Background: an optimization exercise with open tools, aiming at small area, a short achievable clock period and few clock cycles per item. Do not read the settings as production practice.
RTL that was checked went through simulation tests only; none was proved equivalent to the original.
Power is estimated from default activity; no workload was simulated.

## lane 2
==> flow/design.v <==
package if_fetch_pkg;
    localparam int unsigned INST_ADDR_W = 32;
    localparam int unsigned INST_W      = 32;
    typedef logic [INST_ADDR_W-1:0] inst_addr_bus_t;
    typedef logic [INST_W-1:0]      inst_bus_t;
    localparam inst_addr_bus_t RESET_PC_DEFAULT = 32'h0000_0000;
endpackage
module if_fetch
#(
    parameter if_fetch_pkg::inst_addr_bus_t RESET_PC = if_fetch_pkg::RESET_PC_DEFAULT
) (
    input  logic           clk,
    input  logic           rst,
    input  logic           stall_in,
    input  logic           branch_flag_in,
    input  if_fetch_pkg::inst_addr_bus_t branch_target_in,
    input  logic           mem_busy_in,
    input  logic           get_inst_in,
    input  if_fetch_pkg::inst_addr_bus_t inst_pc_in,
    input  if_fetch_pkg::inst_bus_t      inst_in,
    output logic           if_req_out,
    output if_fetch_pkg::inst_addr_bus_t addr_if_out,
    output if_fetch_pkg::inst_addr_bus_t pc_out,
    output if_fetch_pkg::inst_bus_t      inst_out,
    output logic           inst_valid_out,
    output logic           if_stall_req_out
);
    logic [31:2] fetch_q;      
    logic [31:2] pc_q;         
    logic [31:0] inst_q;       
    logic        valid_q;
    logic        discard_q;    
    logic        req_q;        
    logic [31:2] fetch_inc_c;
    logic        ours_busy_c;  
    logic        hold_c;       
    logic        take_c;       
    assign fetch_inc_c = fetch_q + 30'd1;
    assign ours_busy_c = mem_busy_in && !get_inst_in && (inst_pc_in[1:0] == 2'b00);
    assign hold_c      = valid_q && stall_in;
    assign take_c      = get_inst_in && !discard_q && !hold_c;
    always_ff @(posedge clk or posedge rst) begin
        if (rst) begin
            valid_q   <= 1'b0;
            discard_q <= 1'b0;
            req_q     <= 1'b0;
        end else begin
            req_q     <= 1'b1;
            valid_q   <= !branch_flag_in && (hold_c || (get_inst_in && !discard_q));
            discard_q <= branch_flag_in ? ours_busy_c : (discard_q && !get_inst_in);
        end
    end
    always_ff @(posedge clk) begin
        if (branch_flag_in)
            fetch_q <= branch_target_in[31:2];
        else if (!req_q)
            fetch_q <= RESET_PC[31:2];
        else if (take_c)
            fetch_q <= fetch_inc_c;
    end
    always_ff @(posedge clk) begin
        if (!hold_c) begin
            pc_q   <= fetch_q;
            inst_q <= inst_in;
        end
    end
    assign if_req_out       = req_q;
    assign if_stall_req_out = req_q;
    assign addr_if_out      = {fetch_q, 2'b00};
    assign pc_out           = {pc_q, 2'b00};
    assign inst_out         = inst_q;
    assign inst_valid_out   = valid_q;
endmodule
export LEC_CHECK = 0
export ABC_CLOCK_PERIOD_IN_PS = 1500
export CAP_MARGIN = 20
export CORE_MARGIN = 2
export CORE_UTILIZATION = 40
export SETUP_SLACK_MARGIN = 4.5
export SLEW_MARGIN = 20
create_clock -name core_clock -period 7.0 [get_ports {clk}]
standard.sh (not shown) runs the stock make flow with config.mk's settings and CLKGATE_MAP_FILE= SYNTH_SCRIPT=/design/flow/synth_recipe.tcl, a recipe that flattens the netlist after the stock synthesis.
==> flow/flow/run.sh <==
#!/bin/bash
set -euo pipefail
bash standard.sh \
  BUFFER_PORTS_ARGS="-buffer_cell sky130_fd_sc_hd__buf_1" \
  finish > standard_flow.log 2>&1
For lane 1, these inputs were changed with respect to lane 2:
--- a/flow/design.v
+++ b/flow/design.v
@@ -31,31 +31,29 @@
     logic        valid_q;
     logic        discard_q;    
-    logic        req_q;        
-    logic [31:2] fetch_inc_c;
+    logic        req_q;
     logic        ours_busy_c;  
     logic        hold_c;       
     logic        take_c;       
-    assign fetch_inc_c = fetch_q + 30'd1;
     assign ours_busy_c = mem_busy_in && !get_inst_in && (inst_pc_in[1:0] == 2'b00);
-    assign hold_c      = valid_q && stall_in;
-    assign take_c      = get_inst_in && !discard_q && !hold_c;
+    assign hold_c      = valid_q && stall_in && !branch_flag_in;
+    assign take_c      = get_inst_in && !discard_q && !branch_flag_in && !(valid_q && stall_in);
     always_ff @(posedge clk or posedge rst) begin
         if (rst) begin
+            fetch_q   <= RESET_PC[31:2];
             valid_q   <= 1'b0;
             discard_q <= 1'b0;
             req_q     <= 1'b0;
         end else begin
-            req_q     <= 1'b1;
-            valid_q   <= !branch_flag_in && (hold_c || (get_inst_in && !discard_q));
-            discard_q <= branch_flag_in ? ours_busy_c : (discard_q && !get_inst_in);
+            req_q <= 1'b1;
+            if (branch_flag_in) begin
+                fetch_q   <= branch_target_in[31:2];
+                discard_q <= ours_busy_c;
+                valid_q   <= 1'b0;
+            end else begin
+                if (take_c) fetch_q <= fetch_q + 30'd1;
+                if (get_inst_in) discard_q <= 1'b0;
+                valid_q <= hold_c || take_c;
+            end
         end
-    end
-    always_ff @(posedge clk) begin
-        if (branch_flag_in)
-            fetch_q <= branch_target_in[31:2];
-        else if (!req_q)
-            fetch_q <= RESET_PC[31:2];
-        else if (take_c)
-            fetch_q <= fetch_inc_c;
     end
     always_ff @(posedge clk) begin
### Flow results
- [diff] hold slack, lane 1 relative to lane 2: regression
- Between lane 2 and lane 1, xor and xnor area share after synthesis decreased.
- Worst-margin pin slew for lane 1 is lower than for lane 2.
- On lane 1: post-route cell area is about 3.4% lower than what lane 2 gave.
- Lane 1 and lane 2 ended up with nearly the same post-synthesis share of cell area spent on full adders, half adders and majority gates.
Testbench counts of lane 1, summed over its fixed seeds: cycles 202,670, insts 34,194.
Function not checked in lane 2: the RTL went through the layout flow alone.

Setup of run A:
RTL: the design.v shown in full above, as it stands there.
Settings: LEC_CHECK=0, CAP_MARGIN=20, CORE_MARGIN=2, CORE_UTILIZATION=40, SETUP_SLACK_MARGIN=4.5, SLEW_MARGIN=20; clock period 7.0 ns.
Scripts as last shown in full above: flow/flow/run.sh
### run A -> run B
--- a/flow/design.v
+++ b/flow/design.v
@@ -29,35 +29,33 @@
     logic [31:2] pc_q;         
     logic [31:0] inst_q;       
     logic        valid_q;
     logic        discard_q;    
-    logic        req_q;        
-    logic [31:2] fetch_inc_c;
+    logic        req_q;
     logic        ours_busy_c;  
     logic        hold_c;       
     logic        take_c;       
-    assign fetch_inc_c = fetch_q + 30'd1;
     assign ours_busy_c = mem_busy_in && !get_inst_in && (inst_pc_in[1:0] == 2'b00);
-    assign hold_c      = valid_q && stall_in;
-    assign take_c      = get_inst_in && !discard_q && !hold_c;
+    assign hold_c      = valid_q && stall_in && !branch_flag_in;
+    assign take_c      = get_inst_in && !discard_q && !branch_flag_in && !(valid_q && stall_in);
     always_ff @(posedge clk or posedge rst) begin
         if (rst) begin
+            fetch_q   <= RESET_PC[31:2];
             valid_q   <= 1'b0;
             discard_q <= 1'b0;
             req_q     <= 1'b0;
         end else begin
-            req_q     <= 1'b1;
-            valid_q   <= !branch_flag_in && (hold_c || (get_inst_in && !discard_q));
-            discard_q <= branch_flag_in ? ours_busy_c : (discard_q && !get_inst_in);
+            req_q <= 1'b1;
+            if (branch_flag_in) begin
+                fetch_q   <= branch_target_in[31:2];
+                discard_q <= ours_busy_c;
+                valid_q   <= 1'b0;
+            end else begin
+                if (take_c) fetch_q <= fetch_q + 30'd1;
+                if (get_inst_in) discard_q <= 1'b0;
+                valid_q <= hold_c || take_c;
+            end
         end
-    end
-    always_ff @(posedge clk) begin
-        if (branch_flag_in)
-            fetch_q <= branch_target_in[31:2];
-        else if (!req_q)
-            fetch_q <= RESET_PC[31:2];
-        else if (take_c)
-            fetch_q <= fetch_inc_c;
     end
     always_ff @(posedge clk) begin
         if (!hold_c) begin
             pc_q   <= fetch_q;
Notes after the runs:
Count of sequential standard cells came out exactly the same in run B and run A. Power sits lower in run B than in run A. The final reports for run B and run A show clock power higher in the former. In run B the final layout net count turned out 2.7% lower than in run A. There was hardly any difference in clock-pin slew of the registers on the worst-case setup and hold paths between run B and run A. When run B is measured against run A, its total wire length after detailed routing turns out 1.6% lower. Run A -> run B: number of hold buffers added after CTS flat. Run B vs run A on global placer's final weighted congestion: run B is the lower one. Summary: with run A as the reference, via count in run B moved down slightly. Starting density of the core ends up lower on run A. Compared with run A, run B shows a lower worst setup slack. Area after synthesis shrinks by a few percent when moving from run A to run B. Measured against run A, the reported leakage power of run B comes out at 0.944 times the reference value.
Testbench counts of run B, summed over its fixed seeds: cycles 202,670, insts 34,194.
Function not checked in run A: the RTL went through the layout flow alone.

Another version of the RTL of if_fetch (not shown whole).
For scale: about 270 cells after synthesis, roughly 200 I/O pins, ~3100 um^2 of cells after synthesis.
==> module if_fetch, before the edit <==
module if_fetch
#(
    parameter if_fetch_pkg::inst_addr_bus_t RESET_PC = if_fetch_pkg::RESET_PC_DEFAULT
) (
    input  logic           clk,
    input  logic           rst,
    input  logic           stall_in,
    input  logic           branch_flag_in,
    input  if_fetch_pkg::inst_addr_bus_t branch_target_in,
    input  logic           mem_busy_in,
    input  logic           get_inst_in,
    input  if_fetch_pkg::inst_addr_bus_t inst_pc_in,
    input  if_fetch_pkg::inst_bus_t      inst_in,
    output logic           if_req_out,
    output if_fetch_pkg::inst_addr_bus_t addr_if_out,
    output if_fetch_pkg::inst_addr_bus_t pc_out,
    output if_fetch_pkg::inst_bus_t      inst_out,
    output logic           inst_valid_out,
    output logic           if_stall_req_out
);
    localparam int unsigned BLK_W = 4;            
    localparam int unsigned LO    = 2 + BLK_W;    
    logic [31:LO]   blk_q;        
    logic [LO-1:2]  fetch_lo_q;   
    logic [LO-1:2]  pc_lo_q;      
    logic [31:0]    inst_q;       
    logic           valid_q;
    logic           discard_q;    
    logic           cross_q;      
    logic           req_q;
    logic           init_c;       
    logic           ours_busy_c;  
    logic           hold_c;       
    logic           take_c;       
    logic           cross_d;
    assign init_c      = !req_q && !cross_q;
    assign ours_busy_c = mem_busy_in && !get_inst_in && (inst_pc_in[1:0] == 2'b00);
    assign hold_c      = valid_q && stall_in;
    assign take_c      = get_inst_in && !discard_q && !hold_c;
    assign cross_d     = !branch_flag_in &&
                         (cross_q ? stall_in : (take_c && (&fetch_lo_q)));
    always_ff @(posedge clk or posedge rst) begin
        if (rst) begin
            valid_q    <= 1'b0;
            discard_q  <= 1'b0;
            cross_q    <= 1'b0;
            req_q      <= 1'b0;
        end else begin
            cross_q    <= cross_d;
            req_q      <= !cross_d;
            valid_q    <= !branch_flag_in && (hold_c || (get_inst_in && !discard_q));
            discard_q  <= branch_flag_in ? ours_busy_c : (discard_q && !get_inst_in);
        end
    end
    always_ff @(posedge clk) begin
        if (branch_flag_in) begin
            blk_q      <= branch_target_in[31:LO];
            fetch_lo_q <= branch_target_in[LO-1:2];
        end else if (init_c) begin
            blk_q      <= RESET_PC[31:LO];
            fetch_lo_q <= RESET_PC[LO-1:2];
        end else begin
            blk_q      <= blk_q + {{(31-LO){1'b0}}, cross_q && !stall_in};
            fetch_lo_q <= fetch_lo_q + {{(BLK_W-1){1'b0}}, take_c};
        end
    end
    always_ff @(posedge clk) begin
        if (!hold_c) begin
            pc_lo_q <= fetch_lo_q;
            inst_q  <= inst_in;
        end
    end
    assign if_req_out       = req_q;
    assign if_stall_req_out = req_q;
    assign addr_if_out      = {blk_q, fetch_lo_q, 2'b00};
    assign pc_out           = {blk_q, pc_lo_q, 2'b00};
    assign inst_out         = inst_q;
    assign inst_valid_out   = valid_q;
endmodule
export LEC_CHECK = 0
export CAP_MARGIN = 20
export CORE_MARGIN = 2
export CORE_UTILIZATION = 40
export SETUP_SLACK_MARGIN = 4.5
export SLEW_MARGIN = 20
create_clock -name core_clock -period 7.0 [get_ports {clk}]
Scripts as last shown in full above: flow/flow/run.sh
Edit:
--- a/flow/design.v
+++ b/flow/design.v
@@ -66,10 +66,10 @@
         end else if (init_c) begin
             blk_q      <= RESET_PC[31:LO];
             fetch_lo_q <= RESET_PC[LO-1:2];
         end else begin
-            blk_q      <= blk_q + {{(31-LO){1'b0}}, cross_q && !stall_in};
-            fetch_lo_q <= fetch_lo_q + {{(BLK_W-1){1'b0}}, take_c};
+            if (cross_q && !stall_in) blk_q <= blk_q + 1'b1;
+            if (take_c) fetch_lo_q <= fetch_lo_q + 1'b1;
         end
     end
     always_ff @(posedge clk) begin
         if (!hold_c) begin
Effect: Worst hold slack gets better by 39 ps; sequential power went up by 6.0%; sequential share of layout area went up by 5.7 points; utilization went down by 4.3 points; cell area went up by 3.4%; critical path depth went down by 4; die area went up by 10%; routed wire length went up by 10%; synthesized cell count went up by 2.6%.
No functional check of the RTL was part of any run of this note.

Another version of the RTL of if_fetch (not shown whole).
Size in the first run: ~200 I/O pins.
==> module if_fetch, before the edit <==
module if_fetch
#(
    parameter if_fetch_pkg::inst_addr_bus_t RESET_PC = if_fetch_pkg::RESET_PC_DEFAULT
) (
    input  logic           clk,
    input  logic           rst,
    input  logic           stall_in,
    input  logic           branch_flag_in,
    input  if_fetch_pkg::inst_addr_bus_t branch_target_in,
    input  logic           mem_busy_in,
    input  logic           get_inst_in,
    input  if_fetch_pkg::inst_addr_bus_t inst_pc_in,
    input  if_fetch_pkg::inst_bus_t      inst_in,
    output logic           if_req_out,
    output if_fetch_pkg::inst_addr_bus_t addr_if_out,
    output if_fetch_pkg::inst_addr_bus_t pc_out,
    output if_fetch_pkg::inst_bus_t      inst_out,
    output logic           inst_valid_out,
    output logic           if_stall_req_out
);
    localparam int unsigned BLK_W = 5;            
    localparam int unsigned LO    = 2 + BLK_W;    
    logic [31:LO]   blk_q;        
    logic [LO-1:2]  fetch_lo_q;   
    logic [LO-1:2]  pc_lo_q;      
    logic [31:0]    inst_q;       
    logic           valid_q;
    logic           discard_q;    
    logic           cross_q;      
    logic           req_q;
    logic           ours_busy_c;  
    logic           hold_c;       
    logic           take_c;       
    logic           cross_d;
    assign ours_busy_c = mem_busy_in && !get_inst_in && (inst_pc_in[1:0] == 2'b00);
    assign hold_c      = valid_q && stall_in;
    assign take_c      = get_inst_in && !discard_q && !hold_c;
    assign cross_d     = !branch_flag_in &&
                         (cross_q ? stall_in : (take_c && (&fetch_lo_q)));
    always_ff @(posedge clk or posedge rst) begin
        if (rst) begin
            blk_q      <= RESET_PC[31:LO];
            fetch_lo_q <= RESET_PC[LO-1:2];
            valid_q    <= 1'b0;
            discard_q  <= 1'b0;
            cross_q    <= 1'b0;
            req_q      <= 1'b0;
        end else begin
            cross_q   <= cross_d;
            req_q     <= !cross_d;
            valid_q   <= !branch_flag_in && (hold_c || (get_inst_in && !discard_q));
            discard_q <= branch_flag_in ? ours_busy_c : (discard_q && !get_inst_in);
            if (branch_flag_in) begin
                blk_q      <= branch_target_in[31:LO];
                fetch_lo_q <= branch_target_in[LO-1:2];
            end else begin
                if (cross_q && !stall_in) blk_q <= blk_q + 1'b1;
                if (take_c) fetch_lo_q <= fetch_lo_q + 1'b1;
            end
        end
    end
    always_ff @(posedge clk) begin
        if (!hold_c) begin
            pc_lo_q <= fetch_lo_q;
            inst_q  <= inst_in;
        end
    end
    assign if_req_out       = req_q;
    assign if_stall_req_out = req_q;
    assign addr_if_out      = {blk_q, fetch_lo_q, 2'b00};
    assign pc_out           = {blk_q, pc_lo_q, 2'b00};
    assign inst_out         = inst_q;
    assign inst_valid_out   = valid_q;
endmodule
export LEC_CHECK = 0
export CAP_MARGIN = 20
export CORE_MARGIN = 2
export CORE_UTILIZATION = 40
export SETUP_SLACK_MARGIN = 4.5
export SLEW_MARGIN = 20
create_clock -name core_clock -period 7.0 [get_ports {clk}]
Scripts as last shown in full above: flow/flow/run.sh
The starting point produced a clean layout.
Testbench counts at the start, summed over its fixed seeds: cycles 203,539, insts 34,194.
Edit:
--- a/flow/design.v
+++ b/flow/design.v
@@ -26,5 +26,5 @@
     output logic           if_stall_req_out
 );
-    localparam int unsigned BLK_W = 5;            
+    localparam int unsigned BLK_W = 4;            
     localparam int unsigned LO    = 2 + BLK_W;    
     logic [31:LO]   blk_q;        
After rerunning:
- power is lower by 5.3%
- first-iteration DRC count is higher by 1.8%
- die area is lower by 1.4%
- clock skew stays flat
- final area is lower by 2.7%
- non-clock buffer count is lower by 1
- cell count is lower by 1.5%
- clock power is lower by 9.9%
Testbench counts after the change, summed over its fixed seeds: cycles 204,444, insts 34,194.

[port drivers added, routing unchanged]
No port has a modelled driver above. Below, the same layouts with a new extraction and two added sets of constraints.
Step 1 sets driving cells, clkbuf_16 on the clock port and buf_2 on the other inputs (assumed; they add their load-dependent delay and slew).
Step 2, shift: input delay + t, output delay - t, t = (earliest + latest rising clock arrival at the registers) / 2. This alone moves slack from input paths to output paths.
a / b / c = no drivers / after step 1 / after step 2; a / b = the first two.
| run | t, ns | setup WS [ns] | pins driven straight from the clock port |
|---|---|---|---|
| lane 2 | 0.392 | 4.558 / 4.476 / 4.084 | 1 |
| lane 1 | 0.392 | 4.451 / 4.417 / 4.119 | 1 |
| run A | 0.392 | 4.558 / 4.476 / 4.084 | 1 |
| run B | 0.392 | 4.451 / 4.417 / 4.119 | 1 |
| the first run of note 3 | 0.357 | 4.328 / 4.315 / 3.958 | 1 |
| the second run of note 3 | 0.361 | 4.514 / 4.522 / 4.161 | 1 |
| the first run of note 4 | 0.369 | 4.548 / 4.519 / 4.235 | 1 |
| the second run of note 4 | 0.367 | 4.577 / 4.565 / 4.212 | 1 |
After both steps every run listed still meets setup and hold.
